This design comes from an exercise in tuning for small area, a short achievable clock period and few clock cycles on the open sky130 flow, not from production work.
Only simulation tests tie the RTL to the original design; equivalence was not proved.
No activity file was given, so power comes from the tool's default toggle rates.

Design dram_responder, start of the top module:
module dram_responder (
    input  logic       clk,
    input  logic       rst,
    input  logic [7:0] dram_addr,
    input  logic [7:0] dram_din,
    input  logic       dram_write,
    output logic [7:0] dram_dout,
    input  logic       cpu_idle,
    output logic       host_busy,
    input  logic [7:0] host_in_data,
    input  logic       host_in_valid,
    output logic       host_in_ready,
    output logic [7:0] host_out_data,
    output logic       host_out_valid,
    input  logic       host_out_ready,
    output logic       cmd_err
);
Size: about 4600 cells after synthesis, roughly 80000 sq um of cells after synthesis.
==> module dram_responder_sp_sram, before the edit <==
module dram_responder_sp_sram (
    input  logic       clk,
    input  logic       rst,
    input  logic        we_i,
    input  logic        rsel_d_i,
    input  logic        wsel_i,
    input  logic [7:0]  caddr_i,
    input  logic [15:0] plo_i,
    input  logic [15:0] phi_i,
    input  logic [7:0]  wdata_i,
    input  logic       re_i,
    output logic [7:0] rdata_o
);
    logic [15:0] lo_n, hi_n, wlo_n, whi_n;
    dram_responder_pdecr u_dec_lo  (.clk(clk), .a_i(caddr_i[3:0]), .p_i(plo_i), .sel_d_i(rsel_d_i),
                                    .y_no(lo_n));
    dram_responder_pdecr u_dec_hi  (.clk(clk), .a_i(caddr_i[7:4]), .p_i(phi_i), .sel_d_i(rsel_d_i),
                                    .y_no(hi_n));
    dram_responder_pdece u_dec_wlo (.a_i(caddr_i[3:0]), .p_i(plo_i), .sel_i(wsel_i), .en_i(we_i),
                                    .y_no(wlo_n));
    dram_responder_pdec  u_dec_whi (.a_i(caddr_i[7:4]), .p_i(phi_i), .sel_i(wsel_i), .y_no(whi_n));
    logic [15:0] wlo_nq, whi_nq;
    logic [7:0]  wd_q;
    always_ff @(posedge clk) begin
        wlo_nq <= wlo_n;
        whi_nq <= whi_n;
        wd_q   <= wdata_i;
    end
    logic [255:0] rsel, wen;
    logic [7:0]   mem_q [256];
    for (genvar i = 0; i < 256; i++) begin : g_word
        dram_responder_nor2 u_wen  (.a(wlo_nq[i % 16]), .b(whi_nq[i / 16]), .y(wen[i]));
        dram_responder_nor2 u_rsel (.a(lo_n[i % 16]), .b(hi_n[i / 16]), .y(rsel[i]));
        always_ff @(posedge clk) begin
            if (wen[i]) mem_q[i] <= wd_q;
        end
    end
    logic hit;
    dram_responder_hit u_hit (.lo_ni(lo_n), .hi_ni(hi_n), .wlo_ni(wlo_nq), .whi_ni(whi_nq), .hit_o(hit));
    logic [7:0] t3 [8];
    for (genvar b = 0; b < 8; b++) begin : g_bit
        logic [31:0] t1;
        logic [15:0] t2_n;
        for (genvar i = 0; i < 32; i++) begin : g_t1
            dram_responder_ao8 u (
                .w({mem_q[8*i+7][b], mem_q[8*i+6][b], mem_q[8*i+5][b], mem_q[8*i+4][b],
                    mem_q[8*i+3][b], mem_q[8*i+2][b], mem_q[8*i+1][b], mem_q[8*i][b]}),
                .s(rsel[8*i +: 8]), .y(t1[i]));
        end
        for (genvar i = 0; i < 16; i++) begin : g_t2
            dram_responder_nor2 u (.a(t1[2*i]), .b(t1[2*i+1]), .y(t2_n[i]));
        end
        for (genvar i = 0; i < 8; i++) begin : g_t3
            dram_responder_nand2 u (.a(t2_n[2*i]), .b(t2_n[2*i+1]), .y(t3[b][i]));
        end
    end
    logic [7:0] part_q [8];
    for (genvar b = 0; b < 8; b++) begin : g_part
        always_ff @(posedge clk) begin
            part_q[b] <= t3[b];
        end
    end
    logic use_d;
    assign use_d = re_i && !hit;
    for (genvar b = 0; b < 8; b++) begin : g_out
        dram_responder_obit u (.clk(clk), .rst(rst), .part_i(part_q[b]), .use_i(use_d),
                               .re_i(re_i), .wd_i(wd_q[b]), .q_o(rdata_o[b]));
    end
endmodule
==> module dram_responder_obit, before the edit <==
module dram_responder_obit (
    input  logic       clk,
    input  logic       rst,
    input  logic [7:0] part_i,
    input  logic       use_i,
    input  logic       re_i,
    input  logic       wd_i,
    output logic       q_o
);
    logic use_q, alt_q;
    always_ff @(posedge clk or posedge rst) begin
        if (rst) begin
            use_q <= 1'b0;
            alt_q <= 1'b0;
        end else begin
            use_q <= use_i;
            alt_q <= re_i ? wd_i : q_o;
        end
    end
    assign q_o = use_q ? (|part_i) : alt_q;
endmodule
==> flow/config.mk <==
export PLATFORM = sky130hd
export DESIGN_NAME = dram_responder
export DESIGN_NICKNAME = dram_responder
export VERILOG_FILES = /design/flow/design.v
export SDC_FILE = /design/flow/constraint.sdc
export NUM_CORES = 4
export LEC_CHECK = 0
export CAP_MARGIN = 20
export CORE_MARGIN = 2
export CORE_UTILIZATION = 60
export CTS_CLUSTER_DIAMETER = 90
export CTS_CLUSTER_SIZE = 25
export PLACE_DENSITY = 0.7
export SETUP_SLACK_MARGIN = 2.5
export SLEW_MARGIN = 20
export SYNTH_HIERARCHICAL = 1
export SYNTH_MINIMUM_KEEP_SIZE = 0
export TNS_END_PERCENT = 100
==> flow/constraint.sdc <==
create_clock -name core_clock -period 5.5 [get_ports {clk}]
set_input_delay 1.1000 -clock core_clock [delete_from_list [all_inputs] [get_ports {clk}]]
set_output_delay 1.1000 -clock core_clock [all_outputs]
set_load 0.01 [all_outputs]
standard.sh (not shown) runs the stock make flow with config.mk's settings and CLKGATE_MAP_FILE= SYNTH_SCRIPT=/design/flow/synth_recipe.tcl, a recipe that flattens the netlist after the stock synthesis.
==> flow/flow/run.sh <==
#!/bin/bash
# The standard layout (standard.sh, with the standard synthesis), except
# that the input and output port buffers are plain buffers
# (sky130_fd_sc_hd__buf_4) instead of the delay cell buffer_ports picks by
# default. Every port still gets its own buffer.
set -euo pipefail
bash standard.sh "BUFFER_PORTS_ARGS=-buffer_cell sky130_fd_sc_hd__buf_4" finish > standard.log 2>&1
Testbench counts at the start, summed over its fixed seeds: cycles 22,524.
Edit:
--- a/flow/design.v
+++ b/flow/design.v
@@ -69,10 +69,14 @@
             dram_responder_nand2 u (.a(t2_n[2*i]), .b(t2_n[2*i+1]), .y(t3[b][i]));
         end
     end
-    logic [7:0] part_q [8];
+    logic [3:0] part_d [8];
+    logic [3:0] part_q [8];
     for (genvar b = 0; b < 8; b++) begin : g_part
+        for (genvar i = 0; i < 4; i++) begin : g_p
+            dram_responder_nor2 u (.a(t3[b][2*i]), .b(t3[b][2*i+1]), .y(part_d[b][i]));
+        end
         always_ff @(posedge clk) begin
-            part_q[b] <= t3[b];
+            part_q[b] <= part_d[b];
         end
     end
     logic use_d;
@@ -85,7 +89,7 @@
 module dram_responder_obit (
     input  logic       clk,
     input  logic       rst,
-    input  logic [7:0] part_i,
+    input  logic [3:0] part_i,
     input  logic       use_i,
     input  logic       re_i,
     input  logic       wd_i,
@@ -101,7 +105,7 @@
             alt_q <= re_i ? wd_i : q_o;
         end
     end
-    assign q_o = use_q ? (|part_i) : alt_q;
+    assign q_o = use_q ? !(&part_i) : alt_q;
 endmodule
 module dram_responder_pdec (
     input  logic [3:0]  a_i,
Non-clock buffer count climbs by 29.
Global-route usage drops by 0.29 points.
Worst setup slack improved by 0.11 ns.
Flip-flop and latch count went down by 32.
Power came out lower by 1.2%.
Clock skew barely changes.
Wire length is lower by 1.6%.
Register-to-register slack hardly moves.
Cell area goes down by 0.30%.
Count of clock-buffer cells in the layout is lower by 4.
Clock power is about the same.
Synthesized area decreases by 0.60%.
Testbench counts after the change, summed over its fixed seeds: cycles 22,524.

* * *

## v6
Another version of the RTL of dram_responder (not shown whole).
Size in the first run: about 50 I/O pins, about 0.080 mm² of cells after synthesis.
export LEC_CHECK = 0
export CAP_MARGIN = 20
export CORE_MARGIN = 2
export CORE_UTILIZATION = 60
export CTS_CLUSTER_DIAMETER = 90
export CTS_CLUSTER_SIZE = 25
export PLACE_DENSITY = 0.7
export SETUP_SLACK_MARGIN = 2.5
export SLEW_MARGIN = 20
export SYNTH_HIERARCHICAL = 1
export SYNTH_MINIMUM_KEEP_SIZE = 0
export TNS_END_PERCENT = 100
create_clock -name core_clock -period 5.5 [get_ports {clk}]
Scripts as last shown in full above: flow/flow/run.sh
Testbench counts of v6, summed over its fixed seeds: cycles 22,524.
What v7 does differently from v6 at the input level:
--- a/flow/design.v
+++ b/flow/design.v
@@ -16,19 +16,18 @@
 module dram_responder_sp_sram (
     input  logic       clk,
     input  logic       rst,
     input  logic        we_i,
     input  logic        rsel_d_i,
     input  logic        wsel_i,
     input  logic [7:0]  caddr_i,
     input  logic [15:0] plo_i,
     input  logic [15:0] phi_i,
-    input  logic [7:0]  paddr_i,
     input  logic [7:0]  wdata_i,
     input  logic       re_i,
     output logic [7:0] rdata_o
 );
     logic [15:0] lo_n, hi_n, wlo_n, whi_n;
     logic [15:0] lo1_n;
     dram_responder_pdecr u_dec_lo  (.clk(clk), .a_i(caddr_i[3:0]), .p_i(plo_i), .sel_d_i(rsel_d_i),
                                     .y_no(lo_n));
     dram_responder_pdecr u_dec_lo1 (.clk(clk), .a_i(caddr_i[3:0]), .p_i(plo_i), .sel_d_i(rsel_d_i),
@@ -49,80 +48,70 @@
     logic [7:0]   mem_q [256];
     for (genvar i = 0; i < 256; i++) begin : g_word
         dram_responder_nor2 u_wen  (.a(wlo_nq[i % 16]), .b(whi_nq[i / 16]), .y(wen[i]));
         dram_responder_nor2 u_rsel (.a(i < 128 ? lo_n[i % 16] : lo1_n[i % 16]), .b(hi_n[i / 16]),
                                     .y(rsel[i]));
         always_ff @(posedge clk) begin
             if (wen[i]) mem_q[i] <= wd_q;
         end
     end
-    logic [7:0] pa_q;
-    logic       pwe_q, crd_q, hit;
-    always_ff @(posedge clk) begin
-        pa_q  <= wsel_i ? paddr_i : caddr_i;
-        pwe_q <= we_i;
-        crd_q <= !rsel_d_i;
-    end
-    assign hit = crd_q && pwe_q && (caddr_i == pa_q);
+    logic hit;
+    dram_responder_hit u_hit (.lo_ni(lo_n), .hi_ni(hi_n), .wlo_ni(wlo_nq), .whi_ni(whi_nq), .hit_o(hit));
     logic [7:0] t3 [8];
     for (genvar b = 0; b < 8; b++) begin : g_bit
         logic [31:0] t1;
         logic [15:0] t2_n;
         for (genvar i = 0; i < 32; i++) begin : g_t1
             dram_responder_ao8 u (
                 .w({mem_q[8*i+7][b], mem_q[8*i+6][b], mem_q[8*i+5][b], mem_q[8*i+4][b],
                     mem_q[8*i+3][b], mem_q[8*i+2][b], mem_q[8*i+1][b], mem_q[8*i][b]}),
                 .s(rsel[8*i +: 8]), .y(t1[i]));
         end
         for (genvar i = 0; i < 16; i++) begin : g_t2
             dram_responder_nor2 u (.a(t1[2*i]), .b(t1[2*i+1]), .y(t2_n[i]));
         end
         for (genvar i = 0; i < 8; i++) begin : g_t3
             dram_responder_nand2 u (.a(t2_n[2*i]), .b(t2_n[2*i+1]), .y(t3[b][i]));
         end
     end
-    logic [3:0] part_d [8];
-    logic [3:0] part_q [8];
+    logic [7:0] part_q [8];
     for (genvar b = 0; b < 8; b++) begin : g_part
-        for (genvar i = 0; i < 4; i++) begin : g_p
-            dram_responder_nor2 u (.a(t3[b][2*i]), .b(t3[b][2*i+1]), .y(part_d[b][i]));
-        end
         always_ff @(posedge clk) begin
-            part_q[b] <= part_d[b];
+            part_q[b] <= t3[b];
         end
     end
     logic use_d;
     assign use_d = re_i && !hit;
     for (genvar b = 0; b < 8; b++) begin : g_out
         dram_responder_obit u (.clk(clk), .rst(rst), .part_i(part_q[b]), .use_i(use_d),
                                .re_i(re_i), .wd_i(wd_q[b]), .q_o(rdata_o[b]));
     end
 endmodule
 module dram_responder_obit (
     input  logic       clk,
     input  logic       rst,
-    input  logic [3:0] part_i,
+    input  logic [7:0] part_i,
     input  logic       use_i,
     input  logic       re_i,
     input  logic       wd_i,
     output logic       q_o
 );
     logic use_q, alt_q;
     always_ff @(posedge clk or posedge rst) begin
         if (rst) begin
             use_q <= 1'b0;
             alt_q <= 1'b0;
         end else begin
             use_q <= use_i;
             alt_q <= re_i ? wd_i : q_o;
         end
     end
-    assign q_o = use_q ? !(&part_i) : alt_q;
+    assign q_o = use_q ? (|part_i) : alt_q;
 endmodule
 module dram_responder_pdec (
     input  logic [3:0]  a_i,
     input  logic [15:0] p_i,
     input  logic        sel_i,
     output logic [15:0] y_no
 );
     logic [3:0] d01, d23;
     logic       nsel;
@@ -206,18 +195,27 @@
 );
     assign y = |(w & s);
 endmodule
 module dram_responder_nor3 (
     input  logic a, b, c,
     output logic y
 );
     assign y = !(a || b || c);
 endmodule
+module dram_responder_hit (
+    input  logic [15:0] lo_ni,
+    input  logic [15:0] hi_ni,
+    input  logic [15:0] wlo_ni,
+    input  logic [15:0] whi_ni,
+    output logic        hit_o
+);
+    assign hit_o = |(~lo_ni & ~wlo_ni) && |(~hi_ni & ~whi_ni);
+endmodule
 module dram_responder_nand2 (
     input  logic a, b,
     output logic y
 );
     assign y = !(a && b);
 endmodule
 module dram_responder (
     input  logic       clk,
     input  logic       rst,
@@ -333,19 +331,18 @@
     dram_responder_sp_sram u_ram (
         .clk    (clk),
         .rst    (rst),
         .we_i   (mem_we),
         .rsel_d_i(busy_d),
         .wsel_i (!idle_w_q),
         .caddr_i(dram_addr),
         .plo_i  (plo_q),
         .phi_i  (phi_q),
-        .paddr_i(ptr_q),
         .wdata_i(mem_wdata),
         .re_i   (mem_re),
         .rdata_o(mem_rdata)
     );
     assign dram_dout      = mem_rdata;
     assign host_out_data  = mem_rdata;
     assign host_out_valid = s_dump_q;
     assign host_in_ready  = in_ready;
     assign host_busy      = busy_q;
==> results.txt <==
v7 -> v6: portion of netlist area occupied by mux cells flat
Looking at v6 and v7, the total count of max-transition violations in the final report is a wash.
Number of antenna violations at the first check in global routing is lower on v6
[compare] base=v6 new=v7: remaining number of nets flagged by the antenna check after routing roughly the same, required time at the endpoint of the critical path has decreased.
Looking only at power, and setting everything else aside, the higher value of v6 and v7 goes to v7.
[v7 vs v6] post-layout minimum cycle time: lower in v7
From v6 to v7 the numbers moved as follows: hold slack lower, non-clock buffer count in the final layout lower, pin count of the biggest net entering global routing lower, post-placement cell count lower.
Going from v6 to v7, synthesized cell count shrank by 18, count of cell instances traversed by the critical path shrank by 6.
Testbench counts of v7, summed over its fixed seeds: cycles 22,524.

* * *

## 05-17
RTL: one of the versions met above, not the one the previous note started from.
Size: roughly 4600 cells after synthesis, ~50 I/O pins, about 80000 um2 of cells after synthesis.
clock: 5.5 ns
lec_check: 0
cap_margin: 20
core_margin: 2
core_utilization: 60
cts_cluster_diameter: 90
cts_cluster_size: 25
place_density: 0.7
setup_slack_margin: 2.65
slew_margin: 20
synth_hierarchical: 1
synth_minimum_keep_size: 0
tns_end_percent: 100
Scripts as last shown in full above: flow/flow/run.sh
Testbench counts of 05-17, summed over its fixed seeds: cycles 22,524.
Edits applied to the flow inputs when going from 05-17 to 03-09:
--- a/flow/design.v
+++ b/flow/design.v
@@ -14,26 +14,24 @@
     endfunction
 endpackage
 module dram_responder_sp_sram (
     input  logic       clk,
     input  logic       rst,
     input  logic        we_i,
-    input  logic        rsel_d_i,
+    input  logic        rsel_i,
     input  logic        wsel_i,
     input  logic [7:0]  caddr_i,
     input  logic [15:0] plo_i,
     input  logic [15:0] phi_i,
     input  logic [7:0]  wdata_i,
     input  logic       re_i,
     output logic [7:0] rdata_o
 );
     logic [15:0] lo_n, hi_n, wlo_n, whi_n;
-    dram_responder_pdecr u_dec_lo  (.clk(clk), .a_i(caddr_i[3:0]), .p_i(plo_i), .sel_d_i(rsel_d_i),
-                                    .y_no(lo_n));
-    dram_responder_pdecr u_dec_hi  (.clk(clk), .a_i(caddr_i[7:4]), .p_i(phi_i), .sel_d_i(rsel_d_i),
-                                    .y_no(hi_n));
+    dram_responder_pdec  u_dec_lo  (.a_i(caddr_i[3:0]), .p_i(plo_i), .sel_i(rsel_i), .y_no(lo_n));
+    dram_responder_pdec  u_dec_hi  (.a_i(caddr_i[7:4]), .p_i(phi_i), .sel_i(rsel_i), .y_no(hi_n));
     dram_responder_pdece u_dec_wlo (.a_i(caddr_i[3:0]), .p_i(plo_i), .sel_i(wsel_i), .en_i(we_i),
                                     .y_no(wlo_n));
     dram_responder_pdec  u_dec_whi (.a_i(caddr_i[7:4]), .p_i(phi_i), .sel_i(wsel_i), .y_no(whi_n));
     logic [15:0] wlo_nq, whi_nq;
     logic [7:0]  wd_q;
     always_ff @(posedge clk) begin
@@ -120,46 +118,12 @@
     dram_responder_dec2 u_d23 (.a_i(a_i[3:2]), .y_o(d23));
     for (genvar k = 0; k < 16; k++) begin : g_line
         dram_responder_a32oi u (.a1(nsel), .a2(d01[k % 4]), .a3(d23[k / 4]), .b1(sel_i), .b2(p_i[k]),
                                 .y(y_no[k]));
     end
 endmodule
-module dram_responder_pdecr (
-    input  logic        clk,
-    input  logic [3:0]  a_i,
-    input  logic [15:0] p_i,
-    input  logic        sel_d_i,
-    output logic [15:0] y_no
-);
-    logic [3:0] d01, d23;
-    logic       sel_q, nsel_q;
-    always_ff @(posedge clk) begin
-        sel_q  <= sel_d_i;
-        nsel_q <= !sel_d_i;
-    end
-    dram_responder_dec2e u_d01 (.a_i(a_i[1:0]), .en_i(nsel_q), .y_o(d01));
-    dram_responder_dec2  u_d23 (.a_i(a_i[3:2]), .y_o(d23));
-    for (genvar k = 0; k < 16; k++) begin : g_line
-        dram_responder_aoi22 u (.a(d01[k % 4]), .b(d23[k / 4]), .c(sel_q), .d(p_i[k]), .y(y_no[k]));
-    end
-endmodule
-module dram_responder_dec2e (
-    input  logic [1:0] a_i,
-    input  logic       en_i,
-    output logic [3:0] y_o
-);
-    always_comb begin
-        for (int k = 0; k < 4; k++) y_o[k] = en_i && (a_i == 2'(k));
-    end
-endmodule
-module dram_responder_aoi22 (
-    input  logic a, b, c, d,
-    output logic y
-);
-    assign y = !((a && b) || (c && d));
-endmodule
 module dram_responder_dec2 (
     input  logic [1:0] a_i,
     output logic [3:0] y_o
 );
     always_comb begin
         for (int k = 0; k < 4; k++) y_o[k] = (a_i == 2'(k));
@@ -238,13 +202,13 @@
     logic       dump_q;      
     logic       last_q;      
     logic [7:0] ptr_q;       
     logic [15:0] plo_q, phi_q;   
     logic [7:0] cnt_q;       
     logic       stall_q, err_q;
-    logic       idle_w_q;
+    logic       busy_a_q, idle_w_q;
     logic in_ready, in_fire, out_fire, cmd_ok, is_dump, stall, step, fin;
     logic [7:0] cnt_dec;
     assign in_ready = (cpu_idle && !busy_q) || rdy_q;
     assign in_fire  = host_in_valid && in_ready;
     assign out_fire = s_dump_q && host_out_ready;
     assign is_dump  = (host_in_data == dram_responder_pkg::HOST_CMD_DUMP);
@@ -305,12 +269,13 @@
     always_comb begin
         busy_d = busy_q;
         if (!busy_q) busy_d = in_fire && cmd_ok;
         else if (!s_addr_q && !s_len_q && fin) busy_d = 1'b0;
     end
     always_ff @(posedge clk) begin
+        busy_a_q <= busy_d;
         idle_w_q <= !busy_d;
         if (!busy_q) begin
             dump_q <= is_dump;
         end
         ptr_q <= ptr_d;
         plo_q <= 16'b1 << ptr_d[3:0];
@@ -329,13 +294,13 @@
     assign mem_wdata = idle_w_q ? dram_din : host_in_data;
     assign mem_re    = !s_dump_q || host_out_ready;
     dram_responder_sp_sram u_ram (
         .clk    (clk),
         .rst    (rst),
         .we_i   (mem_we),
-        .rsel_d_i(busy_d),
+        .rsel_i (busy_a_q),
         .wsel_i (!idle_w_q),
         .caddr_i(dram_addr),
         .plo_i  (plo_q),
         .phi_i  (phi_q),
         .wdata_i(mem_wdata),
         .re_i   (mem_re),
### Flow results
03-09: PASS, flow complete, no timing, DRC or antenna violations
Area occupied by registers of 05-17 is on par with 03-09.
03-09 against 05-17: portion of the clock cycle consumed by the worst path in the final layout held; wire length higher; count of buffers added by post-CTS timing repair for setup dropped 22; critical path depth increased by 8 relative to the old numbers.
Testbench counts of 03-09, summed over its fixed seeds: cycles 22,524.

[static timing again, ports no longer ideal]
Ports are ideal in the flow. The routed layouts listed here were re-timed in OpenROAD. Step 1 assumes that a clkbuf_16 drives the clock port and a buf_2 every other input. Step 2 moves the port delays by t, midway between the first and last clock arrival at a register: inputs arrive t later, outputs are due t later. That takes back most of the time a late clock gives input paths. Three values: ideal, step 1, step 2; two values: the first two.
| run | shift t [ns] | setup slack, ns | hold slack, ns | latest minus earliest clock arrival (ns) | slew at the worst register clock pin (ns) |
|---|---|---|---|---|---|
| the first run of note 1 | 0.837 | 2.381 / 2.299 / 1.740 | 0.269 / 0.259 / 0.456 | 0.044 / 0.045 | 0.10 / 0.10 |
| the second run of note 1 | 0.829 | 2.495 / 2.432 / 1.655 | 0.318 / 0.255 / 0.458 | 0.043 / 0.043 | 0.10 / 0.10 |
| v6 | 0.823 | 2.375 / 2.425 / 1.604 | 0.295 / 0.238 / 0.457 | 0.033 / 0.033 | 0.10 / 0.10 |
| v7 | 0.845 | 2.419 / 2.338 / 1.597 | 0.281 / 0.224 / 0.445 | 0.042 / 0.042 | 0.11 / 0.11 |
| 05-17 | 0.832 | 2.593 / 2.508 / 1.821 | 0.307 / 0.245 / 0.470 | 0.046 / 0.046 | 0.10 / 0.10 |
| 03-09 | 0.831 | 2.591 / 2.583 / 1.796 | 0.339 / 0.280 / 0.438 | 0.039 / 0.039 | 0.10 / 0.10 |
After both steps setup and hold are still met in every run listed. For the second run of note 1, which loses most, drivers alone change the setup slack by -0.063 ns; drivers and shift together by -0.840 ns.
